Source: an optimization exercise on an open RTL-to-GDS flow (aim: small area, a short achievable clock period and few clock cycles). Production flows keep margins and buffers that such runs may drop.
Where RTL was checked, it was by simulation tests only, not by an equivalence proof against the original.
For run 1, only the layout was checked, not whether the RTL still works.
No activity file was given, so power comes from the tool's default toggle rates.

$ cat flow/design.v
package sbsp_pkg;
    localparam int MAX_PARAMS = 48;
    localparam int BYTE_W     = 8;
    localparam int PAR_W      = 6;
    localparam int LEN_W      = 6;
    localparam int CFG_IDX_W  = 1;
    localparam int CFG_DATA_W = 8;
    localparam logic [BYTE_W-1:0] HDR_BYTE       = 8'hFF;
    localparam logic [BYTE_W-1:0] SCAN_MAX       = 8'hFF;
    localparam logic [BYTE_W-1:0] MIN_LENGTH     = 8'd2;
    localparam logic [BYTE_W-1:0] MAX_FRAME_LEN  = BYTE_W'(MAX_PARAMS + 2);
    localparam logic [BYTE_W-1:0] SCAN_LIMIT_RST = 8'd50;
    localparam logic [LEN_W-1:0]  MAX_LENGTH_RST = 6'd50;
    localparam logic [CFG_IDX_W-1:0] CFG_SCAN_LIMIT = 1'b0;
    localparam logic [CFG_IDX_W-1:0] CFG_MAX_LENGTH = 1'b1;
    typedef enum logic [1:0] {
        ST_OK     = 2'd0,
        ST_NOHDR  = 2'd1,
        ST_BADLEN = 2'd2,
        ST_BADSUM = 2'd3
    } t_status;
    typedef enum logic [6:0] {
        PH_HUNT  = 7'b0000001,
        PH_ID    = 7'b0000010,
        PH_LEN   = 7'b0000100,
        PH_ERR   = 7'b0001000,
        PH_PARAM = 7'b0010000,
        PH_CHK   = 7'b0100000,
        PH_DRAIN = 7'b1000000
    } t_phase;
    typedef struct packed {
        logic              we;
        logic [PAR_W-1:0]  waddr;
        logic [BYTE_W-1:0] wdata;
        logic              re;
        logic [PAR_W-1:0]  raddr;
    } t_buf_req;
endpackage
import sbsp_pkg::*;
module sbsp_param_buf (
    input  logic                        i_clk,
    input  logic                        i_we,
    input  logic [5:0]                  i_whi,
    input  logic [7:0]                  i_wlo,
    input  logic [sbsp_pkg::BYTE_W-1:0] i_wdata,
    input  logic [5:0]                  i_rhi,
    input  logic [7:0]                  i_rlo,
    output logic [sbsp_pkg::BYTE_W-1:0] o_rdata
);
    logic [BYTE_W-1:0] mem [MAX_PARAMS];
    logic [BYTE_W-1:0] grp [6];
    always_ff @(posedge i_clk) begin
        for (int g = 0; g < 6; g++) begin
            for (int j = 0; j < 8; j++) begin
                if (i_we && i_whi[g] && i_wlo[j]) mem[g*8+j] <= i_wdata;
            end
        end
    end
    always_comb begin
        o_rdata = '0;
        for (int g = 0; g < 6; g++) begin
            grp[g] = '0;
            for (int j = 0; j < 8; j++) begin
                grp[g] = grp[g] | (mem[g*8+j] & {BYTE_W{i_rlo[j]}});
            end
            o_rdata = o_rdata | (grp[g] & {BYTE_W{i_rhi[g]}});
        end
    end
endmodule
import sbsp_pkg::*;
module servo_bus_status_frame_parser_core (
    input  logic                            i_clk,
    input  logic                            i_rst_n,
    input  logic                            i_cfg_we,
    input  logic [sbsp_pkg::CFG_IDX_W-1:0]  i_cfg_idx,
    input  logic [sbsp_pkg::CFG_DATA_W-1:0] i_cfg_data,
    input  logic                            i_rx_valid,
    output logic                            o_rx_ready,
    input  logic [sbsp_pkg::BYTE_W-1:0]     i_rx_byte,
    output logic                            o_res_valid,
    input  logic                            i_res_ready,
    output logic [1:0]                      o_res_status,
    output logic [sbsp_pkg::BYTE_W-1:0]     o_res_servo_id,
    output logic [sbsp_pkg::BYTE_W-1:0]     o_res_error_byte,
    output logic                            o_res_data_valid,
    output logic [sbsp_pkg::BYTE_W-1:0]     o_res_data_byte,
    output logic [sbsp_pkg::PAR_W-1:0]      o_res_data_index,
    output logic                            o_res_last
);
    localparam int QD = 4;                  
    localparam int QW = 2;
    logic [BYTE_W-1:0] r_scan_limit, n_scan_limit;
    logic [LEN_W-1:0]  r_max_length;
    always_comb begin
        n_scan_limit = r_scan_limit;
        if (!i_rst_n)                                     n_scan_limit = SCAN_LIMIT_RST;
        else if (i_cfg_we && i_cfg_idx == CFG_SCAN_LIMIT) n_scan_limit = i_cfg_data;
    end
    always_ff @(posedge i_clk) begin
        r_scan_limit <= n_scan_limit;
        if (!i_rst_n)                                     r_max_length <= MAX_LENGTH_RST;
        else if (i_cfg_we && i_cfg_idx == CFG_MAX_LENGTH) r_max_length <= i_cfg_data[LEN_W-1:0];
    end
    logic              r_rdy;
    logic              r_bv;
    logic [BYTE_W-1:0] r_b;
    assign o_rx_ready = r_rdy;
    always_ff @(posedge i_clk) begin
        r_b <= i_rx_byte;
        if (!i_rst_n) r_bv <= 1'b0;
        else          r_bv <= i_rx_valid && r_rdy;
    end
    logic r_ph_h, r_ph_i, r_ph_l, r_ph_e, r_ph_p, r_ph_c;
    logic n_ph_h, n_ph_i, n_ph_l, n_ph_e, n_ph_p, n_ph_c;
    logic              r_pff,   n_pff;       
    logic [BYTE_W-1:0] r_sc,    n_sc;        
    logic              hit;                  
    logic [BYTE_W-1:0] r_id,    n_id;
    logic [BYTE_W-1:0] r_er,    n_er;
    logic [BYTE_W-1:0] r_sum,   n_sum;
    logic              r_lbad,  n_lbad;      
    logic              r_l2,    n_l2;        
    logic [PAR_W-1:0]  r_cnt,   n_cnt;       
    logic              r_cz,    n_cz;        
    logic              r_c1,    n_c1;        
    logic              r_lge4,  n_lge4;      
    logic [PAR_W-1:0]  r_lix,   n_lix;       
    logic [5:0]        r_wh;                 
    logic [7:0]        r_wl;                 
    logic [2:0]        r_fh;                 
    logic [2:0]        r_fl;                 
    logic [2:0]        wh_enc, wl_enc;
    logic [5:0]        fh_dec;
    logic [7:0]        fl_dec;
    always_comb begin
        wh_enc = '0;
        wl_enc = '0;
        for (int g = 0; g < 6; g++) if (r_wh[g]) wh_enc = wh_enc | 3'(g);
        for (int j = 0; j < 8; j++) if (r_wl[j]) wl_enc = wl_enc | 3'(j);
        for (int g = 0; g < 6; g++) fh_dec[g] = (r_fh == 3'(g));
        for (int j = 0; j < 8; j++) fl_dec[j] = (r_fl == 3'(j));
    end
    logic              r_disc;               
    logic              buf_we;
    logic              is_ff;
    logic              len_ok;
    logic              sum_ok;
    logic              push;
    logic [1:0]        push_st;
    logic              push_dv;
    logic [BYTE_W-1:0] push_id;
    logic [BYTE_W-1:0] push_er;
    logic              disc;
    assign is_ff  = &r_b;
    assign hit    = r_sc >= r_scan_limit;
    assign len_ok = (r_b >= MIN_LENGTH) && (r_b[7:6] == 2'b00)
                 && (r_b[5:0] <= r_max_length) && (r_b <= MAX_FRAME_LEN);
    assign sum_ok = &(r_b ^ r_sum);
    assign buf_we = r_bv && r_ph_p;
    always_comb begin
        n_ph_h = r_ph_h; n_ph_i = r_ph_i; n_ph_l = r_ph_l;
        n_ph_e = r_ph_e; n_ph_p = r_ph_p; n_ph_c = r_ph_c;
        n_pff  = r_pff;
        n_sc   = r_sc;
        n_id   = r_id;
        n_er   = r_er;
        n_sum  = r_bv ? r_sum + r_b : r_sum;
        n_lbad = r_lbad;
        n_l2   = r_l2;
        n_cnt  = r_cnt;
        n_cz   = r_cz;
        n_c1   = r_c1;
        n_lge4 = r_lge4;
        n_lix  = r_lix;
        push    = 1'b0;
        disc    = 1'b0;
        if (r_bv) begin
            if (r_ph_h) begin
                if (r_pff && is_ff) begin
                    n_ph_h = 1'b0; n_ph_i = 1'b1;
                    n_pff  = 1'b0;
                    n_sc   = 8'd1;
                end else if (hit) begin
                    push    = 1'b1;
                    n_pff   = 1'b0;
                    n_sc    = 8'd1;
                end else begin
                    n_pff = is_ff;
                    n_sc  = (r_sc != SCAN_MAX) ? r_sc + 8'd1 : r_sc;
                end
            end
            if (r_ph_i) begin
                n_id   = r_b;
                n_sum  = r_b;
                n_ph_i = 1'b0; n_ph_l = 1'b1;
            end
            if (r_ph_l) begin
                n_lbad = !len_ok;
                n_l2   = (r_b[5:0] == 6'd2);
                n_cnt  = r_b[5:0] - 6'd3;
                n_lix  = r_b[5:0] - 6'd3;
                n_cz   = (r_b[5:0] == 6'd3);
                n_c1   = (r_b[5:0] == 6'd4);
                n_lge4 = (r_b[5:0] >= 6'd4);
                n_ph_l = 1'b0; n_ph_e = 1'b1;
            end
            if (r_ph_e) begin
                n_er   = r_b;
                n_ph_e = 1'b0;
                if (r_lbad) begin
                    push    = 1'b1;
                    n_ph_h  = 1'b1;
                end else if (r_l2) begin
                    n_ph_c = 1'b1;
                end else begin
                    n_ph_p = 1'b1;
                end
            end
            if (r_ph_p) begin
                n_cnt  = r_cnt - 6'd1;
                n_cz   = r_c1;
                n_c1   = (r_cnt == 6'd2);
                if (r_cz) begin
                    n_ph_p = 1'b0; n_ph_c = 1'b1;
                end
            end
            if (r_ph_c) begin
                push    = 1'b1;
                n_ph_c  = 1'b0; n_ph_h = 1'b1;
                disc    = !sum_ok && !r_l2;
            end
            if (!r_ph_h && !r_ph_c && !(r_ph_e && r_lbad)) begin
                n_pff = 1'b0;
                n_sc  = 8'd1;
            end
        end
    end
    always_comb begin
        if (r_ph_h) begin
            push_st = ST_NOHDR;
            push_dv = 1'b0;
            push_id = '0;
            push_er = '0;
        end else if (r_ph_e) begin
            push_st = ST_BADLEN;
            push_dv = 1'b0;
            push_id = r_id;
            push_er = r_b;
        end else begin
            push_st = sum_ok ? ST_OK : ST_BADSUM;
            push_dv = sum_ok && !r_l2;
            push_id = r_id;
            push_er = r_er;
        end
    end
    always_ff @(posedge i_clk) begin
        if (!i_rst_n) begin
            r_ph_h <= 1'b1; r_ph_i <= 1'b0; r_ph_l <= 1'b0;
            r_ph_e <= 1'b0; r_ph_p <= 1'b0; r_ph_c <= 1'b0;
            r_pff  <= 1'b0;
            r_sc   <= 8'd1;
            r_wh   <= 6'd1;
            r_wl   <= 8'd1;
            r_fh   <= '0;
            r_fl   <= '0;
            r_disc <= 1'b0;
        end else begin
            r_ph_h <= n_ph_h; r_ph_i <= n_ph_i; r_ph_l <= n_ph_l;
            r_ph_e <= n_ph_e; r_ph_p <= n_ph_p; r_ph_c <= n_ph_c;
            r_pff  <= n_pff;
            r_sc   <= n_sc;
            if (r_disc) begin
                r_wh <= fh_dec;
                r_wl <= fl_dec;
            end else if (buf_we) begin
                r_wl <= {r_wl[6:0], r_wl[7]};
                if (r_wl[7]) r_wh <= {r_wh[4:0], r_wh[5]};
            end
            if (r_ph_i) begin
                r_fh <= wh_enc;
                r_fl <= wl_enc;
            end
            r_disc <= disc;
        end
    end
    always_ff @(posedge i_clk) begin
        r_id   <= n_id;
        r_er   <= n_er;
        r_sum  <= n_sum;
        r_lbad <= n_lbad;
        r_l2   <= n_l2;
        r_cnt  <= n_cnt;
        r_cz   <= n_cz;
        r_c1   <= n_c1;
        r_lge4 <= n_lge4;
        r_lix  <= n_lix;
    end
    logic [5:0]        r_rh;                 
    logic [7:0]        r_rl;                 
    logic [BYTE_W-1:0] buf_rdata;
    sbsp_param_buf u_param_buf (
        .i_clk   (i_clk),
        .i_we    (buf_we),
        .i_whi   (r_wh),
        .i_wlo   (r_wl),
        .i_wdata (r_b),
        .i_rhi   (r_rh),
        .i_rlo   (r_rl),
        .o_rdata (buf_rdata)
    );
    logic [1:0]        q_st  [QD];
    logic [BYTE_W-1:0] q_id  [QD];
    logic [BYTE_W-1:0] q_er  [QD];
    logic [PAR_W-1:0]  q_lix [QD];
    logic [QW-1:0]     r_qh, r_qt;
    logic [QW:0]       r_qn;
    logic              r_pushd;
    logic              q_full;
    logic              pop;
    assign q_full = (r_qn == (QW+1)'(QD)) || (r_pushd && r_qn == (QW+1)'(QD - 1));
    always_ff @(posedge i_clk) begin
        if (r_bv && !q_full) begin
            q_st[r_qt]  <= push_st;
            q_id[r_qt]  <= push_id;
            q_er[r_qt]  <= push_er;
            q_lix[r_qt] <= r_lix;
        end
    end
    logic              r_ov;
    logic [1:0]        r_ost;
    logic [BYTE_W-1:0] r_oid;
    logic [BYTE_W-1:0] r_oer;
    logic              r_odv;
    logic [BYTE_W-1:0] r_obyte;
    logic [PAR_W-1:0]  r_oidx;
    logic              r_olast;
    logic [PAR_W-1:0]  r_rk;                 
    logic              r_rd;
    logic              r_hl;                 
    logic              r_hdv;                
    logic              ld;
    logic              qne;
    logic              take;
    logic              rd;
    logic [QW-1:0]     qh1;
    assign ld   = !r_ov || i_res_ready;
    assign qne  = (r_qn != '0);
    assign take = ld && qne;
    assign pop  = take && r_hl;
    assign rd   = take && r_hdv;
    assign qh1  = r_qh + 1'b1;
    logic dv_h, dv_h1, s_h, s_h1;
    assign dv_h  = (q_st[r_qh] == ST_OK) && !(q_lix[r_qh][5] && q_lix[r_qh][4]);
    assign dv_h1 = (q_st[qh1] == ST_OK) && !(q_lix[qh1][5] && q_lix[qh1][4]);
    assign s_h   = !dv_h  || (q_lix[r_qh] == '0);
    assign s_h1  = !dv_h1 || (q_lix[qh1] == '0);
    logic [QW:0] qn_pop, qn_keep;
    assign qn_pop  = r_pushd ? r_qn : r_qn - 1'b1;
    assign qn_keep = r_pushd ? r_qn + 1'b1 : r_qn;
    always_ff @(posedge i_clk) begin
        if (!i_rst_n) begin
            r_ov    <= 1'b0;
            r_qh    <= '0;
            r_qt    <= '0;
            r_qn    <= '0;
            r_pushd <= 1'b0;
            r_rk    <= '0;
            r_rh    <= 6'd1;
            r_rl    <= 8'd1;
            r_rd    <= 1'b0;
        end else begin
            if (ld) r_ov <= qne;
            if (push) r_qt <= r_qt + 1'b1;
            if (pop)  r_qh <= qh1;
            r_pushd <= push;
            r_qn    <= pop ? qn_pop : qn_keep;
            if (take) r_rk <= r_hl ? '0 : r_rk + 6'd1;
            if (rd) begin
                r_rl <= {r_rl[6:0], r_rl[7]};
                if (r_rl[7]) r_rh <= {r_rh[4:0], r_rh[5]};
            end
            r_rd <= rd;
        end
    end
    always_ff @(posedge i_clk) begin
        if (!qne) begin
            r_hl  <= s_h;
            r_hdv <= dv_h;
        end else if (take) begin
            if (r_hl) begin
                r_hl  <= s_h1;
                r_hdv <= dv_h1;
            end else begin
                r_hl  <= (r_rk + 6'd1) == q_lix[r_qh];
            end
        end
    end
    always_ff @(posedge i_clk) begin
        if (ld) begin
            r_ost   <= q_st[r_qh];
            r_oid   <= q_id[r_qh];
            r_oer   <= q_er[r_qh];
            r_odv   <= r_hdv;
            r_obyte <= r_hdv ? buf_rdata : '0;
            r_oidx  <= r_hdv ? r_rk : '0;
            r_olast <= r_hl;
        end
    end
    assign o_res_valid      = r_ov;
    assign o_res_status     = r_ost;
    assign o_res_servo_id   = r_oid;
    assign o_res_error_byte = r_oer;
    assign o_res_data_valid = r_odv;
    assign o_res_data_byte  = r_obyte;
    assign o_res_data_index = r_oidx;
    assign o_res_last       = r_olast;
    logic [PAR_W-1:0] r_occ;
    always_ff @(posedge i_clk) begin
        if (!i_rst_n)    r_occ <= '0;
        else if (r_disc) r_occ <= r_occ + ~r_lix - {5'd0, r_rd};
        else             r_occ <= r_occ + {5'd0, buf_we} - {5'd0, r_rd};
    end
    logic       quiet;        
    logic       far;          
    logic       lim_small;
    logic       q_ok;
    logic       b_ok;
    logic [1:0] wsum;         
    logic r_far;
    always_ff @(posedge i_clk) begin
        if (!i_rst_n) r_far <= 1'b0;
        else          r_far <= !i_cfg_we && (({1'b0, r_sc} + 9'd3) < {1'b0, r_scan_limit});
    end
    assign far = r_far;
    assign lim_small = (r_scan_limit <= 8'd2) || i_cfg_we;
    assign quiet = !i_cfg_we && ((r_ph_p && !r_cz && (!r_c1 || !r_bv))
                              || (r_ph_e && !r_lbad && r_lge4)
                              || (r_ph_h && far));
    always_comb begin
        if (lim_small) q_ok = (r_qn <= (QW+1)'(QD - 3)) && !r_pushd
                           || (r_qn <= (QW+1)'(QD - 4)) || (pop && r_qn <= (QW+1)'(QD - 2)) && !r_pushd;
        else           q_ok = (r_qn <= (QW+1)'(QD - 1)) && !r_pushd
                           || (r_qn <= (QW+1)'(QD - 2)) || pop;
    end
    always_comb begin
        wsum = 2'd0;
        if (r_ph_p) begin
            if (r_cz)                  wsum = 2'd1;
            else if (r_c1 || !r_bv)    wsum = 2'd2;
            else                       wsum = 2'd3;
        end else if (r_ph_e && !r_lbad) begin
            wsum = {1'b0, !r_l2} + {1'b0, r_lge4};
        end else if (r_ph_l) begin
            wsum = 2'd1;
        end
    end
    always_comb begin
        case (wsum)
            2'd0:    b_ok = 1'b1;
            2'd1:    b_ok = (r_occ <= 6'd47);
            2'd2:    b_ok = (r_occ <= 6'd46);
            default: b_ok = (r_occ <= 6'd45);
        endcase
    end
    always_ff @(posedge i_clk) begin
        if (!i_rst_n) r_rdy <= 1'b0;
        else          r_rdy <= (quiet || q_ok) && b_ok;
    end
endmodule
$ cat flow/flow/run.sh
#!/bin/bash
# The standard layout, with the port buffers made from buf_2 cells instead of the
# slower cells buffer_ports picks by itself. Each tool's full output goes to its own log.
set -euo pipefail
bash standard.sh BUFFER_PORTS_ARGS="-buffer_cell sky130_fd_sc_hd__buf_2" finish > standard_flow.log 2>&1
$ cat flow/standard.sh
#!/bin/bash
# synth_recipe.tcl (not shown) runs the flow's synth.tcl, then flattens the netlist and writes it again
# the make line also repeats each setting of config.mk as NAME=value (left out here)
make -C /OpenROAD-flow-scripts/flow DESIGN_CONFIG=/design/flow/config.mk WORK_HOME=/design/flow/orfs CLKGATE_MAP_FILE= SYNTH_SCRIPT=/design/flow/synth_recipe.tcl "${@:-finish}"
$ cat flow/config.mk
export PLATFORM = sky130hd
export DESIGN_NAME = servo_bus_status_frame_parser_core
export DESIGN_NICKNAME = servo_bus_status_frame_parser_core
export VERILOG_FILES = /design/flow/design.v
export SDC_FILE = /design/flow/constraint.sdc
export NUM_CORES = 4
export LEC_CHECK = 0
export CAP_MARGIN = 20
export CORE_MARGIN = 2
export CORE_UTILIZATION = 40
export CTS_CLUSTER_DIAMETER = 100
export CTS_CLUSTER_SIZE = 24
export PLACE_DENSITY = 0.6
export SETUP_SLACK_MARGIN = 3.0
export SLEW_MARGIN = 20
$ cat flow/constraint.sdc
create_clock -name core_clock -period 5.0 [get_ports {i_clk}]
set_input_delay 1.0000 -clock core_clock [delete_from_list [all_inputs] [get_ports {i_clk}]]
set_output_delay 1.0000 -clock core_clock [all_outputs]
set_load 0.01 [all_outputs]
==> metrics.yaml, run 1 <==
route:
  routed_wl_microns: 68300
  viasPerCell: 5.79
  vias: 16100
  drcViolationCount: 0
  drtAntennaViolNets: 0
  firstDrtPassIters: 5
  drt_iter0_drc: 1487
  wl_per_cell_microns: 24.6
critical_path:
  start_kind: "flip-flop"
  crit_end: "o_res_data_byte[3]"
  max_stage_delay_ps: 460
  cp-startpoint: "r_obyte[3]$_SDFFCE_PN0P_"
  cp-end-kind: "output port"
  cpLargestDelayFamily: "flip-flops"
  cp.required_ps: 4000
  path_buf_inv: 1
  crit_path_cell_trace: "buf_2"
  reg2reg_depth: 12
  reg2reg_to: "r_occ[4]$_SDFF_PN0_"
  crit_path_top_delay_cell: "edfxtp_1"
  r2r_start: "r_lix[0]$_DFFE_PP_"
  path_max_fanout: 1
  crit_cells: 1
  criticalPathCategory: "reg2out"
  rrSetupSlack_ps: 2840
  critPathArrivalTime_ps: 1260
synth:
  netlist_instances: 1831
  async_flop_share_pct: 0
  synth_edf_count: 549
  syn_avg_cell_area_sq_um: 14.5
  synth_nets: 1922
  yosysWarnings: 4
  synth_top_family_by_area: "compound AO/OA/AOI/OAI gates"
  yosys-top-cells-area: "edfxtp_1 62%, dfxtp_1 8.0%, a22oi_1 6.2%"
  muxShareOfSynthArea_pct: 3.58
  synth_xor_area_share_pct: 1.45
  synth_fa_ha_area_share_pct: 3.36
  synth_cell_type_count: 62
  synth_common_cells: "549 x edfxtp_1, 220 x a22oi_1, 107 x dfxtp_1"
  synth-seq-cells: 656
  yosysTopAreaCell: "edfxtp_1"
  syn_area_sq_um: 26600
  yosysMostFrequentCell: "edfxtp_1"
  synth_top_area_share_pct: 61.9
  synthSimpleGateAreaFrac_pct: 8.15
  ys.flop_type: "edfxtp_1"
  synth_compound_gate_area_share_pct: 10.9
  ys_seq_area_share_pct: 69.9
floorplan:
  die_x_microns: 262
  ios: 58
  initial_core_util_pct: 40.4
  die_height_microns: 262
  rows: 94
  coreArea_sq_um: 65900
  die-area_sq_um: 68700
pwr:
  combinationalPowerShare_pct: 19.2
  p_clk_share_pct: 24.9
  switchingPower_uw: 3120
  p_int_uw: 8390
  cellLeakagePower_uw: 0.0100
  peakVddDrop_mv: 0.311
  pwr-share-seq_pct: 55.9
  swShare_pct: 27.1
  power.density_nw_per_um2: 384
layout:
  area_delta_synth_final_pct: 12.5
  final-instance-count-excl-fill: 2772
  fillers: 5803
  final_util_pct: 45.5
  stdcell_area_sq_um: 30000
  drive_gt1_share_pct: 17.5
  final_nets: 1973
  ff_latch_area_sq_um: 18700
  multi_input_area_sq_um: 7870
global_routing:
  gr-total-overflow: 0
  grt_pass1_wl_microns: 101000
  grt_max_degree: 51
  antenna_found_initial: 1
  grt_pass1_vias: 15900
  grt.total_usage_pct: 19.7
sta:
  setup_violations: 0
  finalCritPeriodShare_pct: 45.2
  slew_viol_final: 0
  fmax_mhz: 443
  finalClockSkew_ps: 32.4
  hold_violations: 0
  hold_ws_ps: 470
  tightestPinTransition_ps: 904
  rsz0062_at_grt: "true"
  slew_headroom_pct: 39.2
  min_period_ps: 2260
  fin_setup_tns_ps: 0
clock_network:
  clock_path_buffers: 3
  clk_pin_slew_ps: 100
  cts_root_buf: "clkbuf_16"
  cts_tree: "yes"
  numCtsBuffers: 31
  cts.sinks: 656
  clock_latency_ps: 630
  cts.htree.levels: 1
placement:
  dpl_cell_area_sq_um: 27800
  numPortBuffers: 57
  dp_cells: 2652
  hpwl_microns: 38400
  gp_congestion: 0.809
outcome:
  outcome: "timing/DRC/antenna clean"
flow_run:
  drv_cap: 0
hold_path:
  holdCritPathClass: "in2reg"
## how the worst min path moves through the flow
stage	cells past startpoint	slack [ps]	start	end
floorplan	0	420	r_hdv$_DFFE_PP_	r_odv$_DFFE_PP_
global placement	2	460	r_max_length[1]$_SDFFE_PN1P_	r_max_length[1]$_SDFFE_PN1P_
detailed placement	2	460	r_max_length[2]$_SDFFE_PN0P_	r_max_length[2]$_SDFFE_PN0P_
CTS	1	440	i_rx_byte[2]	r_b[2]$_DFF_P_
global route	1	440	i_rx_byte[6]	r_b[6]$_DFF_P_
finish	1	470	i_rx_byte[1]	r_b[1]$_DFF_P_
## per-stage QoR
step           power, uW  worst slack (ps)
2_1_floorplan       7830              2580
5_1_grt            12000              2710
6_report           11500              2740
3_3_place_gp        8420              1930
4_1_cts            11500              2700
3_5_place_dp        8450              1870
## what timing repair did
item,CTS,global route
hold buffers,0,0
setup buffers,37,18
pin swaps,11,20
endpoints found under the setup margin,598,118
cloned,6,0
gates resized for setup,69,82
## sequential cells by signal, summed over array words and instances (netlist names), 24 cells and up, named ones only
name,flops
q_lix,24
u_param_buf.mem,384
q_er,32
q_id,32
## power by group through the flow
stage / sequential (uW) / combinational [uW] / clock, uW
2_1_floorplan: 6480 / 1360 / 0
3_3_place_gp: 6600 / 1820 / 0
3_5_place_dp: 6600 / 1850 / 0
4_1_cts: 6450 / 2090 / 2920
5_1_grt: 6470 / 2440 / 3100
6_report: 6440 / 2210 / 2860
## area by class of cell
class                           instances  share of cell area (%)
Timing Repair Buffer                  131                    3.67
Clock buffer                           54                    2.88
Timing Repair inverter                  1                  0.0251
Sequential cell                       656                    62.5
Antenna cell                            1                 0.00835
Multi-Input combinational cell        998                    26.3
Clock inverter                          4                   0.100
Inverter                               63                   0.910
Tap cell                              864                    3.61
## logic make-up (layout without fill, tap and decap cells)
kind of cell | count (synthesis) | in the layout
AOI/OAI and AO/OA | 413 | 413
buffers and inverters | 181 | 253
DFF | 656 | 656
xor gates and xnor gates | 44 | 44
other | 0 | 1
muxes | 61 | 61
adders and majority gates | 70 | 70
and+or+nand+nor | 406 | 410
## per-layer routing
layer | share of wire, % | wire length (microns) | track usage, % | vias to the layer above
met1 | 44 | 29700 | 27.4 | 8267
met4 | 2.6 | 1750 | 6.01 | 2
met2 | 48 | 32500 | 32.0 | 509
met3 | 6.4 | 4360 | 3.00 | 80
met5 | 0.020 | 14 | 0 | -
li1 | - | - | - | 7200
## cells in the final DEF, fill, tap and decap left out, drive strengths merged, types with 7 or more instances in the layout
cell type	count
nand2b	11
edfxtp	549
o211ai	9
a22oi	220
o21ai	30
a31oi	12
nor3	23
clkbuf	55
buf	129
nand2	84
nor4	9
a21o	10
xor2	10
a211oi	7
ha	66
dfxtp	107
mux2	11
nand3	37
o22ai	10
nand4	55
a21oi	59
mux4	26
a21boi	22
nor2	47
and2	33
inv	63
and3	61
mux2i	24
xnor2	34
nor2b	37
==> run 2, diff against run 1 <==
--- a/flow/design.v
+++ b/flow/design.v
@@ -87,7 +87,7 @@
     output logic [sbsp_pkg::PAR_W-1:0]      o_res_data_index,
     output logic                            o_res_last
 );
-    localparam int QD = 4;                  
+    localparam int QD = 3;                  
     localparam int QW = 2;
     logic [BYTE_W-1:0] r_scan_limit, n_scan_limit;
     logic [LEN_W-1:0]  r_max_length;
@@ -334,10 +334,13 @@
     logic [BYTE_W-1:0] r_obyte;
     logic [PAR_W-1:0]  r_oidx;
     logic              r_olast;
-    logic [PAR_W-1:0]  r_rk;                 
     logic              r_rd;
-    logic              r_hl;                 
+    logic              r_act;                
+    logic [PAR_W-1:0]  r_alix;               
+    logic [PAR_W-1:0]  r_rk;                 
+    logic              r_al;                 
     logic              r_hdv;                
+    logic              r_hs;                 
     logic              ld;
     logic              qne;
     logic              take;
@@ -345,10 +348,10 @@
     logic [QW-1:0]     qh1;
     assign ld   = !r_ov || i_res_ready;
     assign qne  = (r_qn != '0);
-    assign take = ld && qne;
-    assign pop  = take && r_hl;
-    assign rd   = take && r_hdv;
-    assign qh1  = r_qh + 1'b1;
+    assign take = ld && (r_act || qne);
+    assign pop  = take && !r_act;
+    assign rd   = take && (r_act || r_hdv);
+    assign qh1  = (r_qh == QW'(QD - 1)) ? '0 : r_qh + 1'b1;
     logic dv_h, dv_h1, s_h, s_h1;
     assign dv_h  = (q_st[r_qh] == ST_OK) && !(q_lix[r_qh][5] && q_lix[r_qh][4]);
     assign dv_h1 = (q_st[qh1] == ST_OK) && !(q_lix[qh1][5] && q_lix[qh1][4]);
@@ -364,17 +367,17 @@
             r_qt    <= '0;
             r_qn    <= '0;
             r_pushd <= 1'b0;
-            r_rk    <= '0;
+            r_act   <= 1'b0;
             r_rh    <= 6'd1;
             r_rl    <= 8'd1;
             r_rd    <= 1'b0;
         end else begin
-            if (ld) r_ov <= qne;
-            if (push) r_qt <= r_qt + 1'b1;
+            if (ld) r_ov <= r_act || qne;
+            if (push) r_qt <= (r_qt == QW'(QD - 1)) ? '0 : r_qt + 1'b1;
             if (pop)  r_qh <= qh1;
             r_pushd <= push;
             r_qn    <= pop ? qn_pop : qn_keep;
-            if (take) r_rk <= r_hl ? '0 : r_rk + 6'd1;
+            if (take) r_act <= r_act ? !r_al : (r_hdv && !r_hs);
             if (rd) begin
                 r_rl <= {r_rl[6:0], r_rl[7]};
                 if (r_rl[7]) r_rh <= {r_rh[4:0], r_rh[5]};
@@ -384,26 +387,33 @@
     end
     always_ff @(posedge i_clk) begin
         if (!qne) begin
-            r_hl  <= s_h;
             r_hdv <= dv_h;
-        end else if (take) begin
-            if (r_hl) begin
-                r_hl  <= s_h1;
-                r_hdv <= dv_h1;
-            end else begin
-                r_hl  <= (r_rk + 6'd1) == q_lix[r_qh];
-            end
+            r_hs  <= s_h;
+        end else if (pop) begin
+            r_hdv <= dv_h1;
+            r_hs  <= s_h1;
         end
+        if (take) begin
+            r_rk <= r_act ? r_rk + 6'd1 : 6'd1;
+            r_al <= r_act ? ((r_rk + 6'd1) == r_alix) : (q_lix[r_qh] == 6'd1);
+        end
+        if (pop) r_alix <= q_lix[r_qh];
     end
     always_ff @(posedge i_clk) begin
         if (ld) begin
-            r_ost   <= q_st[r_qh];
-            r_oid   <= q_id[r_qh];
-            r_oer   <= q_er[r_qh];
-            r_odv   <= r_hdv;
-            r_obyte <= r_hdv ? buf_rdata : '0;
-            r_oidx  <= r_hdv ? r_rk : '0;
-            r_olast <= r_hl;
+            if (r_act) begin
+                r_obyte <= buf_rdata;
+                r_oidx  <= r_rk;
+                r_olast <= r_al;
+            end else begin
+                r_ost   <= q_st[r_qh];
+                r_oid   <= q_id[r_qh];
+                r_oer   <= q_er[r_qh];
+                r_odv   <= r_hdv;
+                r_obyte <= r_hdv ? buf_rdata : '0;
+                r_oidx  <= '0;
+                r_olast <= r_hs;
+            end
         end
     end
     assign o_res_valid      = r_ov;
@@ -436,11 +446,11 @@
     assign quiet = !i_cfg_we && ((r_ph_p && !r_cz && (!r_c1 || !r_bv))
                               || (r_ph_e && !r_lbad && r_lge4)
                               || (r_ph_h && far));
+    logic [QW:0] q_cnt;
+    assign q_cnt = r_qn + {{QW{1'b0}}, r_pushd};
     always_comb begin
-        if (lim_small) q_ok = (r_qn <= (QW+1)'(QD - 3)) && !r_pushd
-                           || (r_qn <= (QW+1)'(QD - 4)) || (pop && r_qn <= (QW+1)'(QD - 2)) && !r_pushd;
-        else           q_ok = (r_qn <= (QW+1)'(QD - 1)) && !r_pushd
-                           || (r_qn <= (QW+1)'(QD - 2)) || pop;
+        if (lim_small) q_ok = (q_cnt <= (QW+1)'(QD - 3)) || (pop && q_cnt <= (QW+1)'(QD - 2));
+        else           q_ok = (q_cnt <= (QW+1)'(QD - 1)) || pop;
     end
     always_comb begin
         wsum = 2'd0;
--- a/flow/config.mk
+++ b/flow/config.mk
@@ -11,5 +11,5 @@
 export CTS_CLUSTER_DIAMETER = 100
 export CTS_CLUSTER_SIZE = 24
 export PLACE_DENSITY = 0.6
-export SETUP_SLACK_MARGIN = 3.0
+export SETUP_SLACK_MARGIN = 3.1
 export SLEW_MARGIN = 20
==> run 2 against run 1 <==
  * Still clean on timing, DRC and antenna
  * Critical path depth stayed put
  * Critical path type unchanged
  * First-iteration DRC count is 9.5% higher
  * Die area is 3.1% lower
  * Count of clock-buffer cells in the layout is 1 lower
==> metrics.yaml, run 2 <==
outcome:
  outcome: "timing/DRC/antenna clean"
synth:
  synth_edf_count: 538  # -2.0%
  synth_cell_type_count: 67  # +8.1%
  syn_avg_cell_area_sq_um: 14.0  # -3.5%
  yosys-top-cells-area: "edfxtp_1 63%, dfxtp_1 7.9%, a22oi_1 6.4%"
  yosysMostFrequentCell: "edfxtp_1"
  synth_fa_ha_area_share_pct: 3.17  # -0.19 points
  netlist_instances: 1838  # +0.38%
  synth_compound_gate_area_share_pct: 11.5  # +0.53 points
  synth_top_family_by_area: "compound AO/OA/AOI/OAI gates"
  ys_seq_area_share_pct: 70.5  # +0.58 points
  synthSimpleGateAreaFrac_pct: 8.65  # +0.50 points
  ys.flop_type: "edfxtp_1"
  async_flop_share_pct: 0  # unchanged
  synth_common_cells: "538 x edfxtp_1, 221 x a22oi_1, 102 x dfxtp_1"
  muxShareOfSynthArea_pct: 2.19  # -1.4 points
  syn_area_sq_um: 25800  # -3.1%
  synth_xor_area_share_pct: 1.39  # -0.055 points
  synth-seq-cells: 640  # -2.4%
  synth_top_area_share_pct: 62.6  # +0.71 points
  yosysTopAreaCell: "edfxtp_1"
  synth_nets: 1923  # +0.052%
  yosysWarnings: 4  # unchanged
critical_path:
  cp-end-kind: "output port"
  rrSetupSlack_ps: 2900  # +60 ps
  reg2reg_depth: 7  # -5
  cp-startpoint: "r_obyte[5]$_DFFE_PN_"
  criticalPathCategory: "reg2out"
  path_buf_inv: 1  # unchanged
  cpLargestDelayFamily: "flip-flops"
  crit_path_cell_trace: "buf_2"
  critPathArrivalTime_ps: 1270  # about the same
  start_kind: "flip-flop"
  r2r_start: "r_sc[3]$_SDFFE_PN0P_"
  crit_cells: 1  # unchanged
  crit_end: "o_res_data_byte[5]"
  cp.required_ps: 4000  # about the same
  reg2reg_to: "r_qt[1]$_SDFFE_PN0P_"
  crit_path_top_delay_cell: "edfxtp_1"
  max_stage_delay_ps: 450  # about the same
  path_max_fanout: 1  # unchanged
sta:
  slew_viol_final: 0  # unchanged
  fmax_mhz: 440  # -0.55%
  rsz0062_at_grt: "true"
  slew_headroom_pct: 47.4  # +8.2 points
  fin_setup_tns_ps: 0  # unchanged
  min_period_ps: 2270  # +12.5 ps
  finalClockSkew_ps: 40.9  # +8.47 ps
  setup_violations: 0  # unchanged
  hold_ws_ps: 464  # -5.65 ps
  finalCritPeriodShare_pct: 45.4  # +0.25 points
  tightestPinTransition_ps: 788  # -116 ps
  hold_violations: 0  # unchanged
route:
  drt_iter0_drc: 1628  # +9.5%
  vias: 16100  # +0.075%
  viasPerCell: 5.73  # -1.1%
  drtAntennaViolNets: 0  # unchanged
  firstDrtPassIters: 6  # +1
  routed_wl_microns: 69300  # +1.5%
  wl_per_cell_microns: 24.7  # +0.31%
  drcViolationCount: 0  # unchanged
layout:
  stdcell_area_sq_um: 29700  # -0.86%
  layout.cells.most_common: "edfxtp_1"
  largest_register: "u_param_buf.mem"
  reg_top3: "u_param_buf.mem: 384 flops, q_er: 24 flops, q_id: 24 flops"
  final_nets: 2008  # +1.8%
  area_delta_synth_final_pct: 15.1
  final-instance-count-excl-fill: 2804  # +1.2%
  final_util_pct: 46.3  # +0.84 points
  largest_reg_flops: 384  # unchanged
  final_cell_mix: "538 x edfxtp_1, 210 x a22oi_1, 93 x nand2_1, 79 x a21oi_1, 75 x buf_4"
  drive_gt1_share_pct: 19.4  # +1.9 points
pwr:
  power.density_nw_per_um2: 390  # +1.5%
  peakVddDrop_mv: 0.275  # -12%
  cellLeakagePower_uw: 0.00986  # -1.6%
global_routing:
  grt_pass1_wl_microns: 101000  # -0.46%
  antenna_found_initial: 3  # +2
  grt_pass1_vias: 15800  # -0.87%
  grt.total_usage_pct: 20.2  # +0.53 points
  gr-total-overflow: 0  # unchanged
  use_met1_pct: 27.0  # -0.31 points
  top_usage_layer: "met2"
  use_met2_pct: 33.6  # +1.6 points
  gr-usage-met3_pct: 3.68  # +0.68 points
  grt_max_degree: 55  # +7.8%
floorplan:
  die_height_microns: 258  # -1.5%
  ios: 58  # unchanged
  coreArea_sq_um: 64100  # -2.7%
  initial_core_util_pct: 40.3  # -0.19 points
  die-area_sq_um: 66600  # -3.1%
  die_x_microns: 258  # -1.5%
  rows: 93  # -1.1%
clock_network:
  clk_pin_slew_ps: 100  # about the same
  cts_root_buf: "clkbuf_16"
  cts.sinks: 640  # -2.4%
  numCtsBuffers: 31  # unchanged
  clock_latency_ps: 650  # +20 ps
  clock_path_buffers: 3  # unchanged
  hold_buffers: 0  # unchanged
  cts_tree: "yes"
  cts.htree.levels: 1  # unchanged
placement:
  gp_congestion: 0.797  # -1.5%
  dpl_cell_area_sq_um: 27100  # -2.5%
  dp_cells: 2652  # unchanged
  hpwl_microns: 36900  # -4.0%
  numPortBuffers: 57  # unchanged
flow_run:
  drv_cap: 0  # unchanged
hold_path:
  holdCritPathClass: "reg2reg"
-- run 2: cell families (layout without fill, tap and decap cells) --
group | after synthesis | in the layout
other | 0 | 1
and+or+nand+nor | 429 | 430
DFF | 640 | 640
buffers and inverters | 175 | 284
AOI/OAI and AO/OA | 435 | 435
xor gates and xnor gates | 41 | 41
adders and majority gates | 63 | 63
muxes | 55 | 55
-- run 2: repair_timing --
action / CTS / global route
cloned: 2 / 1
endpoints found under the setup margin: 513 / 93
setup buffers: 54 / 36
pin swaps: 25 / 44
resized for setup: 100 / 75
-- run 2: how the worst min path moves through the flow --
stage / from / endpoint / slack, ps / cells after the start
floorplan: r_max_length[2]$_SDFFE_PN0P_ / r_max_length[2]$_SDFFE_PN0P_ / 440 / 2
global placement: r_max_length[2]$_SDFFE_PN0P_ / r_max_length[2]$_SDFFE_PN0P_ / 450 / 2
detailed placement: r_max_length[2]$_SDFFE_PN0P_ / r_max_length[2]$_SDFFE_PN0P_ / 450 / 2
CTS: i_rx_byte[3] / r_b[3]$_DFF_P_ / 440 / 1
global route: i_rx_byte[7] / r_b[7]$_DFF_P_ / 440 / 1
finish: r_max_length[2]$_SDFFE_PN0P_ / r_max_length[2]$_SDFFE_PN0P_ / 460 / 2
-- run 2: report_power, final --
| group | switching, uW | internal, uW |
|---|---|---|
| combinational | 1300 | 995 |
| sequential | 236 | 6110 |
| clock | 1690 | 1250 |
-- run 2: through the flow --
step | total power [uW] | worst slack (ps)
2_1_floorplan | 7740 | 2570
3_3_place_gp | 8300 | 2190
3_5_place_dp | 8350 | 2150
4_1_cts | 11400 | 2730
5_1_grt | 12100 | 2710
6_report | 11600 | 2730
-- run 2: area by class of cell --
| class | count | area (sq um) |
|---|---|---|
| Antenna cell | 1 | 2.50 |
| Clock buffer | 53 | 858 |
| Clock inverter | 5 | 88.8 |
| Fill cell | 5554 | 34400 |
| Inverter | 58 | 238 |
| Multi-Input combinational cell | 1024 | 7630 |
| Sequential cell | 640 | 18300 |
| Tap cell | 855 | 1070 |
| Timing Repair Buffer | 168 | 1500 |
-- run 2: per-layer routing --
layer  vias to the layer above  part of all wire, %
met2                       564                   48
li1                       7255                    -
met3                       110                  6.9
met1                      8139                   42
met5                         -                0.019
met4                         2                  2.8
Testbench counts of run 2, summed over its fixed seeds: cycles 43,520.
==> run 3, diff against run 2 <==
--- a/flow/config.mk
+++ b/flow/config.mk
@@ -5,11 +5,12 @@
 export SDC_FILE = /design/flow/constraint.sdc
 export NUM_CORES = 4
 export LEC_CHECK = 0
+export ABC_AREA = 1
 export CAP_MARGIN = 20
 export CORE_MARGIN = 2
 export CORE_UTILIZATION = 40
 export CTS_CLUSTER_DIAMETER = 100
 export CTS_CLUSTER_SIZE = 24
 export PLACE_DENSITY = 0.6
-export SETUP_SLACK_MARGIN = 3.1
+export SETUP_SLACK_MARGIN = 3.0
 export SLEW_MARGIN = 20
==> run 3 against run 2 <==
  * Sequential power rose by 4.7%
  * Global-route usage fell by 0.83 points
  * Fmax rose by 1.9%
  * Highest routed layer is now met4
  * Critical path type is now reg2reg
  * Largest power group unchanged
  * Clock skew fell by 13 ps
  * Synthesized area rose by 1.8%
  * Routed wire length fell by 3.2%
  * Synthesized cell count rose by 26%
  * Worst hold slack improved by 2.9 ps
  * Clock power fell by 6%
  * Die area rose by 1.8%
  * Critical path depth rose by 3
  * Worst setup slack improved by 43 ps
==> metrics.yaml, run 3 <==
critical_path:
  path_buf_inv: 1  # unchanged
  cpLargestDelayFamily: "simple AND/OR/NAND/NOR gates"
  cp-end-kind: "flip-flop"
  crit_path_frequent_cell: "nand2_1"
  path_max_fanout: 14  # +13
  start_kind: "flip-flop"
  cp.required_ps: 5280  # +1280 ps
  max_stage_delay_ps: 610  # +160 ps
  cp-startpoint: "r_bv$_SDFF_PN0_"
  criticalPathCategory: "reg2reg"
  r2r_start: "r_bv$_SDFF_PN0_"
  crit_path_top_delay_cell: "nor2_2"
  critPathArrivalTime_ps: 2510  # +1240 ps
  crit_path_cell_trace: "nand2_1, inv_4, nand2_1, nor2_2"
clock_network:
  cts.sinks: 640  # unchanged
  cts.htree.levels: 1  # unchanged
  cts_root_buf: "clkbuf_16"
  hold_buffers: 0  # unchanged
  numCtsBuffers: 30  # -3.2%
  clock_latency_ps: 640  # about the same
  clock_path_buffers: 3  # unchanged
  clk_pin_slew_ps: 100  # about the same
  cts_tree: "yes"
sta:
  fmax_mhz: 449  # +1.9%
  min_period_ps: 2230  # -42.9 ps
  slew_headroom_pct: 37.1  # -10 points
  rsz0062_at_grt: "true"
  tightestPinTransition_ps: 942  # +154 ps
  finalClockSkew_ps: 27.9  # -12.9 ps
  setup_violations: 0  # unchanged
  fin_setup_tns_ps: 0  # unchanged
  slew_viol_final: 0  # unchanged
  finalCritPeriodShare_pct: 44.6  # -0.86 points
  hold_violations: 0  # unchanged
synth:
  yosysMostFrequentCell: "nand2_1"
  synthSimpleGateAreaFrac_pct: 16.7  # +8.0 points
  synth_top_area_share_pct: 61.5  # -1.1 points
  muxShareOfSynthArea_pct: 0  # -2.2 points
  async_flop_share_pct: 0  # unchanged
  yosysTopAreaCell: "edfxtp_1"
  synth-seq-cells: 640  # unchanged
  yosys-top-cells-area: "edfxtp_1 61%, nand2_1 9.4%, dfxtp_1 7.8%"
  ys.flop_type: "edfxtp_1"
  synth_nets: 2406  # +25%
  synth_cell_type_count: 52  # -22%
  syn_avg_cell_area_sq_um: 11.3  # -19%
  synth_compound_gate_area_share_pct: 6.13  # -5.3 points
  synth_top_family_by_area: "simple AND/OR/NAND/NOR gates"
  ys_seq_area_share_pct: 69.2  # -1.3 points
  syn_area_sq_um: 26300  # +1.8%
  synth_edf_count: 538  # unchanged
  synth_common_cells: "660 x nand2_1, 538 x edfxtp_1, 163 x inv_1"
  netlist_instances: 2321  # +26%
  synth_fa_ha_area_share_pct: 3.11  # -0.057 points
  yosysWarnings: 4  # unchanged
  synth_xor_area_share_pct: 0.933  # -0.46 points
placement:
  numPortBuffers: 57  # unchanged
  hpwl_microns: 39800  # +8.0%
  dp_cells: 3166  # +19%
  gp_congestion: 0.823  # +3.3%
layout:
  antennaDiodeCount: 0  # -1
  final-instance-count-excl-fill: 3288  # +17%
  reg_top3: "u_param_buf.mem: 384 flops, q_er: 24 flops, q_id: 24 flops"
  fillers: 5854  # +5.4%
  largest_reg_flops: 384  # unchanged
  final_nets: 2494  # +24%
  layout.cells.most_common: "nand2_1"
  area_delta_synth_final_pct: 13.7
  ff_latch_area_sq_um: 18300  # -0.27%
  largest_register: "u_param_buf.mem"
  drive_gt1_share_pct: 13.9  # -5.5 points
  final_cell_mix: "656 x nand2_1, 538 x edfxtp_1, 154 x inv_1, 105 x a21oi_1, 104 x nor2_1"
  multi_input_area_sq_um: 7650  # +0.30%
floorplan:
  die-area_sq_um: 67800  # +1.8%
  initial_core_util_pct: 40.6  # +0.37 points
  coreArea_sq_um: 64700  # +0.91%
  rows: 93  # unchanged
  ios: 58  # unchanged
  die_height_microns: 260  # +0.90%
  die_x_microns: 260  # +0.90%
route:
  drtAntennaViolNets: 0  # unchanged
  drcViolationCount: 0  # unchanged
  drt_iter0_drc: 1601  # -1.7%
  wl_per_cell_microns: 20.4  # -17%
  viasPerCell: 5.30  # -7.5%
  routed_wl_microns: 67100  # -3.2%
  vias: 17400  # +8.4%
  firstDrtPassIters: 6  # unchanged
outcome:
  outcome: "timing/DRC/antenna clean"
global_routing:
  grt_max_degree: 68  # +24%
  grt_pass1_wl_microns: 99700  # -0.96%
  grt_pass1_vias: 16500  # +4.6%
  grt.total_usage_pct: 19.4  # -0.83 points
  antenna_found_initial: 2  # -1
  gr-total-overflow: 0  # unchanged
pwr:
  cellLeakagePower_uw: 0.0107  # +8.5%
  peakVddDrop_mv: 0.236  # -14%
  power.density_nw_per_um2: 435  # +11%
hold_path:
  hp-start: "r_rdy$_SDFF_PN0_"
  holdCritPathClass: "reg2reg"
flow_run:
  drv_cap: 0  # unchanged
==> run 3: changes by cell type in the layout (fill, tap and decap cells not counted), sizes merged, moves of 13 or more <==
cell | before | now
a21oi | 88 | 110
a22oi | 221 | 1
and2 | 13 | 0
and3 | 54 | 2
buf | 166 | 136
inv | 59 | 168
mux2i | 44 | 0
nand2 | 98 | 664
nand2b | 13 | 0
nand3 | 30 | 73
nand4 | 58 | 103
nor2 | 76 | 174
nor2b | 30 | 0
o21ai | 48 | 121
==> run 3: what timing repair did <==
item	in CTS	in global routing
endpoints found under the setup margin	501	426
cloned	2	1
resized for setup	112	97
buffers inserted	22	41
pin swaps	6	28
==> run 3: layout make-up <==
cell class | instances | area share [%]
clock inverter | 3 | 0.0838
timing repair buffer | 138 | 4.36
multi-input combinational | 1422 | 25.6
tap | 855 | 3.58
sequential | 640 | 61.2
inverter | 176 | 2.33
clock buffer | 53 | 2.80
timing repair inverter | 1 | 0.0251
==> run 3: path summary, 6_finish.rpt <==
check / depth (start not counted) / slack [ps] / end
worst max-delay path: 4 / 2770 / u_param_buf.mem[6][1]$_DFFE_PP_
worst min-delay path: 2 / 470 / r_bv$_SDFF_PN0_
worst max register to register: 4 / 2770 / u_param_buf.mem[6][1]$_DFFE_PP_
worst min register to register: 2 / 470 / r_bv$_SDFF_PN0_
==> run 3: tightest hold or removal path, stage by stage (launching register included) <==
cell	delay (ps)
dfxtp_2	340
nand2_1	60
nor2_1	40
==> run 3: metrics by stage <==
stage          utilization (%)  hold slack [ps]  setup slack, ps  power (uW)  cell area [sq um]
6_report                  46.2              467             2770       13000              29900
5_1_grt                   46.2              452             2670       13600              29900
4_1_cts                   44.7              445             2760       12800              28900
3_5_place_dp              42.5              464             2080        9830              27500
3_3_place_gp              42.5              458             2060        9770              27500
2_1_floorplan                -              427             2580        8720              26400
==> run 3: logic make-up after synthesis <==
logic type / count (synthesis)
fa+ha+maj: 63
flops: 640
buf+inv: 260
simple gates: 1040
compound gates: 290
xor+xnor: 28
==> run 3: routing by layer <==
metal  vias to the layer above  track usage [%]  wire [microns]
met3                        93             3.18            5050
li1                       8220                -               -
met2                       647             30.9           31100
met4                         0             5.89            1910
met5                         -                0               0
met1                      8466             27.3           29100
==> run 3: power by group <==
group | internal (uW) | switching, uW
clock network | 1150 | 1620
registers | 6230 | 421
logic | 1300 | 2270
==> run 4, diff against run 3 <==
--- a/flow/config.mk
+++ b/flow/config.mk
@@ -5,7 +5,7 @@
 export SDC_FILE = /design/flow/constraint.sdc
 export NUM_CORES = 4
 export LEC_CHECK = 0
-export ABC_AREA = 1
+export ABC_CLOCK_PERIOD_IN_PS = 2000
 export CAP_MARGIN = 20
 export CORE_MARGIN = 2
 export CORE_UTILIZATION = 40
==> run 4 against run 3 <==
  * Sequential share of layout area up 1.6 points
  * Critical path type is now reg2out
  * Global-route usage up 0.052 points
  * Synthesized cell count down 21%
  * Worst setup slack better by 47 ps
==> metrics.yaml, run 4 <==
global_routing:
  grt.total_usage_pct: 19.4  # +0.052 points
  use_met2_pct: 33.2  # +2.3 points
  grt_pass1_vias: 15500  # -6.1%
  grt_max_degree: 57  # -16%
  top_usage_layer: "met2"
  gr-total-overflow: 0  # unchanged
  use_met1_pct: 26.2  # -1.1 points
  antenna_found_initial: 3  # +1
  grt_pass1_wl_microns: 98300  # -1.4%
  gr-usage-met3_pct: 2.71  # -0.47 points
synth:
  yosysMostFrequentCell: "edfxtp_1"
  synth_cell_type_count: 67  # +29%
  yosysWarnings: 4  # unchanged
  yosysTopAreaCell: "edfxtp_1"
  async_flop_share_pct: 0  # unchanged
  synth_top_area_share_pct: 62.6  # +1.1 points
  ys_seq_area_share_pct: 70.5  # +1.3 points
  synth-seq-cells: 640  # unchanged
  synth_nets: 1923  # -20%
  netlist_instances: 1838  # -21%
  syn_area_sq_um: 25800  # -1.8%
  syn_avg_cell_area_sq_um: 14.0  # +24%
  synth_common_cells: "538 x edfxtp_1, 221 x a22oi_1, 102 x dfxtp_1"
  synth_edf_count: 538  # unchanged
  ys.flop_type: "edfxtp_1"
  yosys-top-cells-area: "edfxtp_1 63%, dfxtp_1 7.9%, a22oi_1 6.4%"
layout:
  largest_reg_flops: 384  # unchanged
  stdcell_area_sq_um: 29200  # -2.4%
  largest_register: "u_param_buf.mem"
  reg_top3: "u_param_buf.mem: 384 flops, q_er: 24 flops, q_id: 24 flops"
  drive_gt1_share_pct: 16.3  # +2.4 points
  layout.cells.most_common: "edfxtp_1"
  final_nets: 1978  # -21%
  area_delta_synth_final_pct: 13.0
  final-instance-count-excl-fill: 2773  # -16%
  final_cell_mix: "538 x edfxtp_1, 210 x a22oi_1, 94 x nand2_1, 81 x a21oi_1, 70 x nor2_1"
  antennaDiodeCount: 0  # unchanged
route:
  firstDrtPassIters: 6  # unchanged
  drtAntennaViolNets: 0  # unchanged
  vias: 15900  # -8.8%
  drt_iter0_drc: 1634  # +2.1%
  drcViolationCount: 0  # unchanged
  routed_wl_microns: 67000  # about the same
  viasPerCell: 5.73  # +8.2%
  wl_per_cell_microns: 24.2  # +18%
critical_path:
  reg2reg_to: "r_qt[1]$_SDFFE_PN0P_"
  cp-end-kind: "output port"
  crit_path_top_delay_cell: "edfxtp_1"
  r2r_start: "r_sc[0]$_SDFFE_PN1P_"
  critPathArrivalTime_ps: 1180  # -1330 ps
  cpLargestDelayFamily: "flip-flops"
  max_stage_delay_ps: 400  # -210 ps
  criticalPathCategory: "reg2out"
  reg2reg_depth: 8  # +4
  start_kind: "flip-flop"
  rrSetupSlack_ps: 2830  # +60 ps
  crit_path_cell_trace: "buf_2"
  cp.required_ps: 4000  # -1280 ps
  path_max_fanout: 1  # -13
  path_buf_inv: 1  # unchanged
placement:
  hpwl_microns: 37100  # -6.8%
  pre_cts_ws_ps: 2140  # +55.3 ps
  gp_congestion: 0.794  # -3.6%
  numPortBuffers: 57  # unchanged
  dpl_cell_area_sq_um: 27000  # -1.9%
  dp_cells: 2654  # -16%
sta:
  setup_violations: 0  # unchanged
  min_period_ps: 2180  # -46.6 ps
  hold_violations: 0  # unchanged
  rsz0062_at_grt: "true"
  finalCritPeriodShare_pct: 43.6  # -0.93 points
  hold_ws_ps: 472  # +5.33 ps
  worst_slack_ps: 2820  # +46.6 ps
  fin_setup_tns_ps: 0  # unchanged
  finalClockSkew_ps: 36.7  # +8.72 ps
  slew_headroom_pct: 38.1  # +0.95 points
  slew_viol_final: 0  # unchanged
  tightestPinTransition_ps: 927  # -14.4 ps
  fmax_mhz: 458  # +2.1%
pwr:
  combinationalPowerShare_pct: 17.9  # -9.6 points
  switchingPower_uw: 3090  # -28%
  power.density_nw_per_um2: 386  # -11%
  swShare_pct: 27.5  # -5.7 points
  pwr-share-seq_pct: 56.7  # +5.5 points
  cellLeakagePower_uw: 0.00964  # -9.9%
  p_int_uw: 8160  # -5.9%
  p_clk_share_pct: 25.3  # +4.0 points
  peakVddDrop_mv: 0.266  # +13%
floorplan:
  coreArea_sq_um: 64100  # -0.90%
  die_x_microns: 258  # -0.89%
  die_height_microns: 258  # -0.89%
  initial_core_util_pct: 40.3  # -0.37 points
  die-area_sq_um: 66600  # -1.8%
  rows: 93  # unchanged
  ios: 58  # unchanged
clock_network:
  clock_path_buffers: 3  # unchanged
  clock_latency_ps: 630  # about the same
  numCtsBuffers: 31  # +3.3%
  cts.sinks: 640  # unchanged
  cts_root_buf: "clkbuf_16"
  cts.htree.levels: 1  # unchanged
  cts_tree: "yes"
  clk_pin_slew_ps: 100  # about the same
  hold_buffers: 0  # unchanged
flow_run:
  drv_cap: 0  # unchanged
hold_path:
  hold_path_depth: 1  # -1
  hold_end: "r_b[1]$_DFF_P_"
  holdCritPathClass: "in2reg"
  hp-start: "i_rx_byte[1]"
outcome:
  outcome: "timing/DRC/antenna clean"
[run 4: cell count changes after synthesis, sizes merged, moves of 33 or more]
cell	previous run	this run
nand2	664	98
and3	2	54
inv	172	58
mux2i	0	44
nor2	173	75
clkbuf	62	95
nand3	73	30
a22oi	1	221
nand4	103	58
o21ai	121	48
[run 4: stage by stage]
stage	util, %	power (uW)
after floorplan	-	7690
after global placement	42.1	8240
after detailed placement	42.1	8290
after CTS	44.6	11200
after global routing	45.5	11700
final	45.5	11300
[run 4: logic make-up after synthesis]
kind of cell	Yosys count	synth area share, %
adder cells (fa/ha/maj)	63	3.17
AND/OR/NAND/NOR	429	8.65
buffers and inverters	175	2.63
AO/OA/AOI/OAI	435	11.5
flip-flops	640	70.5
multiplexers	55	2.19
XOR/XNOR	41	1.39
[run 4: power groups by stage]
| stage | combinational [uW] | sequential (uW) | clock, uW |
|---|---|---|---|
| 3_5_place_dp | 1730 | 6560 | 0 |
| 5_1_grt | 2240 | 6430 | 3080 |
| 2_1_floorplan | 1250 | 6440 | 0 |
| 6_report | 2020 | 6390 | 2850 |
| 3_3_place_gp | 1690 | 6550 | 0 |
| 4_1_cts | 1930 | 6380 | 2910 |
[run 4: how the worst max path moves through the flow]
stage                         start              endpoint  slack (ps)  depth (start not counted)
2_1_floorplan           i_res_ready  r_qn[2]$_SDFFE_PN0P_        2570                          7
3_3_place_gp                i_rst_n  r_sc[5]$_SDFFE_PN0P_        2170                          6
3_5_place_dp            i_res_ready  r_qn[2]$_SDFFE_PN0P_        2140                          8
4_1_cts        r_obyte[5]$_DFFE_PN_    o_res_data_byte[5]        2790                          1
5_1_grt        r_obyte[5]$_DFFE_PN_    o_res_data_byte[5]        2760                          1
6_report       r_obyte[5]$_DFFE_PN_    o_res_data_byte[5]        2820                          1
[run 4: layer usage]
metal  routed length [microns]  part of all wire [%]
met1                     27700                    41
met4                      1650                   2.5
met3                      4610                   6.9
met2                     33100                    49
met5                         0                     0
[run 4: cell type report]
type,count,area [sq um]
multi-input cells,1024,7430
clock buffers,53,858
clock inverters,5,50.0
inverters,58,246
flip-flops and latches,640,18300
repair buffers,138,1190
well taps,855,1070
fillers,5632,35000
[run 4: what timing repair did]
action / in CTS / in global routing
resized for setup: 61 / 84
pin swaps: 11 / 32
setup endpoints to repair: 476 / 128
gates cloned: 1 / 0
buffers inserted: 42 / 18
==> run 5, diff against run 4 <==
--- a/flow/config.mk
+++ b/flow/config.mk
@@ -5,7 +5,6 @@
 export SDC_FILE = /design/flow/constraint.sdc
 export NUM_CORES = 4
 export LEC_CHECK = 0
-export ABC_CLOCK_PERIOD_IN_PS = 2000
 export CAP_MARGIN = 20
 export CORE_MARGIN = 2
 export CORE_UTILIZATION = 40
==> run 5 against run 4 <==
  * Design area stayed put
  * Register-to-register slack hardly changed
  * Count of clock-buffer cells in the layout stayed put
  * Die area is the same
  * Sequential power hardly changed
  * First-iteration DRC count unchanged
  * Utilization did not move
  * Flip-flop and latch count unchanged
  * Final cell count is the same
  * Worst setup slack did not move
  * Critical path depth did not move
  * Combinational power is essentially flat
  * Critical path type unchanged
  * Critical endpoint unchanged
==> metrics.yaml, run 5 <==
sta:
  slew_headroom_pct: 38.1  # unchanged
  fin_setup_tns_ps: 0  # unchanged
  setup_violations: 0  # unchanged
  finalClockSkew_ps: 36.7  # unchanged
  hold_violations: 0  # unchanged
  tightestPinTransition_ps: 927  # unchanged
  fmax_mhz: 458  # unchanged
  rsz0062_at_grt: "true"
  min_period_ps: 2180  # unchanged
  finalCritPeriodShare_pct: 43.6  # unchanged
  slew_viol_final: 0  # unchanged
placement:
  hpwl_microns: 37100  # unchanged
  dpl_cell_area_sq_um: 27000  # unchanged
  gp_congestion: 0.794  # unchanged
  numPortBuffers: 57  # unchanged
  dp_cells: 2654  # unchanged
clock_network:
  clock_latency_ps: 630  # about the same
  cts_tree: "yes"
  hold_buffers: 0  # unchanged
  cts_root_buf: "clkbuf_16"
  clk_pin_slew_ps: 100  # about the same
  cts.sinks: 640  # unchanged
  clock_path_buffers: 3  # unchanged
  numCtsBuffers: 31  # unchanged
  cts.htree.levels: 1  # unchanged
route:
  drtAntennaViolNets: 0  # unchanged
  viasPerCell: 5.73  # unchanged
  wl_per_cell_microns: 24.2  # unchanged
  routed_wl_microns: 67000  # unchanged
  firstDrtPassIters: 6  # unchanged
  drt_iter0_drc: 1634  # unchanged
  drcViolationCount: 0  # unchanged
  vias: 15900  # unchanged
synth:
  ys.flop_type: "edfxtp_1"
  yosysWarnings: 4  # unchanged
  ys_seq_area_share_pct: 70.5  # unchanged
  synth_top_area_share_pct: 62.6  # unchanged
  syn_avg_cell_area_sq_um: 14.0  # unchanged
  yosys-top-cells-area: "edfxtp_1 63%, dfxtp_1 7.9%, a22oi_1 6.4%"
  synth_nets: 1923  # unchanged
  yosysMostFrequentCell: "edfxtp_1"
  synth-seq-cells: 640  # unchanged
  netlist_instances: 1838  # unchanged
  synth_edf_count: 538  # unchanged
  synth_cell_type_count: 67  # unchanged
  async_flop_share_pct: 0  # unchanged
  yosysTopAreaCell: "edfxtp_1"
  syn_area_sq_um: 25800  # unchanged
  synth_common_cells: "538 x edfxtp_1, 221 x a22oi_1, 102 x dfxtp_1"
critical_path:
  path_max_fanout: 1  # unchanged
  cpLargestDelayFamily: "flip-flops"
  crit_path_top_delay_cell: "edfxtp_1"
  critPathArrivalTime_ps: 1180  # about the same
  crit_path_cell_trace: "buf_2"
  cp-end-kind: "output port"
  start_kind: "flip-flop"
  criticalPathCategory: "reg2out"
  max_stage_delay_ps: 400  # about the same
  path_buf_inv: 1  # unchanged
  cp.required_ps: 4000  # about the same
global_routing:
  gr-total-overflow: 0  # unchanged
  grt_pass1_vias: 15500  # unchanged
  grt.total_usage_pct: 19.4  # unchanged
  grt_pass1_wl_microns: 98300  # unchanged
  grt_max_degree: 57  # unchanged
  antenna_found_initial: 3  # unchanged
floorplan:
  rows: 93  # unchanged
  initial_core_util_pct: 40.3  # unchanged
  coreArea_sq_um: 64100  # unchanged
  ios: 58  # unchanged
  die_x_microns: 258  # unchanged
  die_height_microns: 258  # unchanged
  die-area_sq_um: 66600  # unchanged
pwr:
  peakVddDrop_mv: 0.266  # unchanged
  fin_total_pwr_uw: 11300  # unchanged
  power.density_nw_per_um2: 386  # unchanged
  cellLeakagePower_uw: 0.00964  # unchanged
layout:
  fillers: 5632  # unchanged
  stdcell_area_sq_um: 29200  # unchanged
  largest_reg_flops: 384  # unchanged
  area_delta_synth_final_pct: 13.0  # unchanged
  largest_register: "u_param_buf.mem"
  final_cell_mix: "538 x edfxtp_1, 210 x a22oi_1, 94 x nand2_1, 81 x a21oi_1, 70 x nor2_1"
  multi_input_area_sq_um: 7430  # unchanged
  final_nets: 1978  # unchanged
  final-instance-count-excl-fill: 2773  # unchanged
  drive_gt1_share_pct: 16.3  # unchanged
  antennaDiodeCount: 0  # unchanged
  ff_latch_area_sq_um: 18300  # unchanged
  layout.cells.most_common: "edfxtp_1"
  reg_top3: "u_param_buf.mem: 384 flops, q_er: 24 flops, q_id: 24 flops"
outcome:
  outcome: "timing/DRC/antenna clean"
hold_path:
  holdCritPathClass: "in2reg"
flow_run:
  drv_cap: 0  # unchanged
run 5: worst paths after layout:
| kind | slack (ps) | end | depth (start not counted) | from |
|---|---|---|---|---|
| setup reg to reg | 2830 | r_qt[1]$_SDFFE_PN0P_ | 8 | r_sc[0]$_SDFFE_PN1P_ |
| setup / recovery | 2820 | o_res_data_byte[5] | 1 | r_obyte[5]$_DFFE_PN_ |
| hold / removal | 470 | r_b[1]$_DFF_P_ | 1 | i_rx_byte[1] |
| hold reg to reg | 480 | r_max_length[0]$_SDFFE_PN0P_ | 2 | r_max_length[0]$_SDFFE_PN0P_ |
run 5: layout make-up:
class,instances,area share (%)
Tap cell,855,3.67
Timing Repair Buffer,138,4.09
Clock inverter,5,0.172
Multi-Input combinational cell,1024,25.5
Clock buffer,53,2.94
Inverter,58,0.845
Sequential cell,640,62.8
run 5: where the power goes:
| group | internal (uW) | switching (uW) | leakage, uW |
|---|---|---|---|
| registers | 6110 | 275 | 0.00574 |
| logic | 855 | 1160 | 0.00346 |
| clock network | 1190 | 1660 | 0.000434 |
run 5: logic make-up (layout without fill, tap and decap cells):
family                   Yosys count  in the layout  synth area share (%)
multiplexers                      55             55                  2.19
XOR/XNOR                          41             41                  1.39
adder cells (fa/ha/maj)           63             63                  3.17
AND/OR/NAND/NOR                  429            430                  8.65
buffers and inverters            175            254                  2.63
AO/OA/AOI/OAI                    435            435                  11.5
flip-flops                       640            640                  70.5
run 5: metal layers:
metal	global-route usage (%)	up-vias	part of all wire, %
li1	-	7191	-
met4	4.72	0	2.5
met1	26.2	8066	41
met5	0	-	0
met3	2.71	78	6.9
met2	33.2	562	49
run 5: what timing repair did:
action / in CTS / in global routing
buffers inserted: 42 / 18
pin swaps: 11 / 32
resized for setup: 61 / 84
endpoints found under the setup margin: 476 / 128
hold endpoints to repair: 0 / 0
cloned: 1 / 0
run 5: metrics by stage:
stage	hold slack, ps	utilization, %	worst slack, ps
floorplan	436	-	2570
global placement	450	42.1	2170
detailed placement	455	42.1	2140
CTS	441	44.6	2790
global route	445	45.5	2760
finish	472	45.5	2820

==> static timing again, ports no longer ideal <==
No port has a modelled driver above. Below, the same layouts with a new extraction and two added sets of constraints. Step 1, drivers: a clkbuf_16 drives i_clk and a buf_2 each remaining input, both assumed. Step 2 also shifts input and output timing later by t, the mid clock arrival at the registers, as if the neighbouring blocks saw the same clock. Slacks: no drivers / after step 1 / after step 2; pairs: no drivers / after step 1.
run | t (ns) | slack for setup (ns) | hold slack, ns | pins driven straight from the clock port
run 1 | 0.677 | 2.741 / 2.680 / 2.624 | 0.470 / 0.433 / 0.474 | 1
run 2 | 0.692 | 2.728 / 2.670 / 2.588 | 0.464 / 0.440 / 0.464 | 1
run 3 | 0.680 | 2.771 / 2.771 / 2.591 | 0.467 / 0.443 / 0.467 | 1
run 4 | 0.669 | 2.818 / 2.759 / 2.553 | 0.472 / 0.442 / 0.476 | 1
run 5 | 0.669 | 2.818 / 2.759 / 2.553 | 0.472 / 0.442 / 0.476 | 1
After both steps every run listed still meets setup and hold.
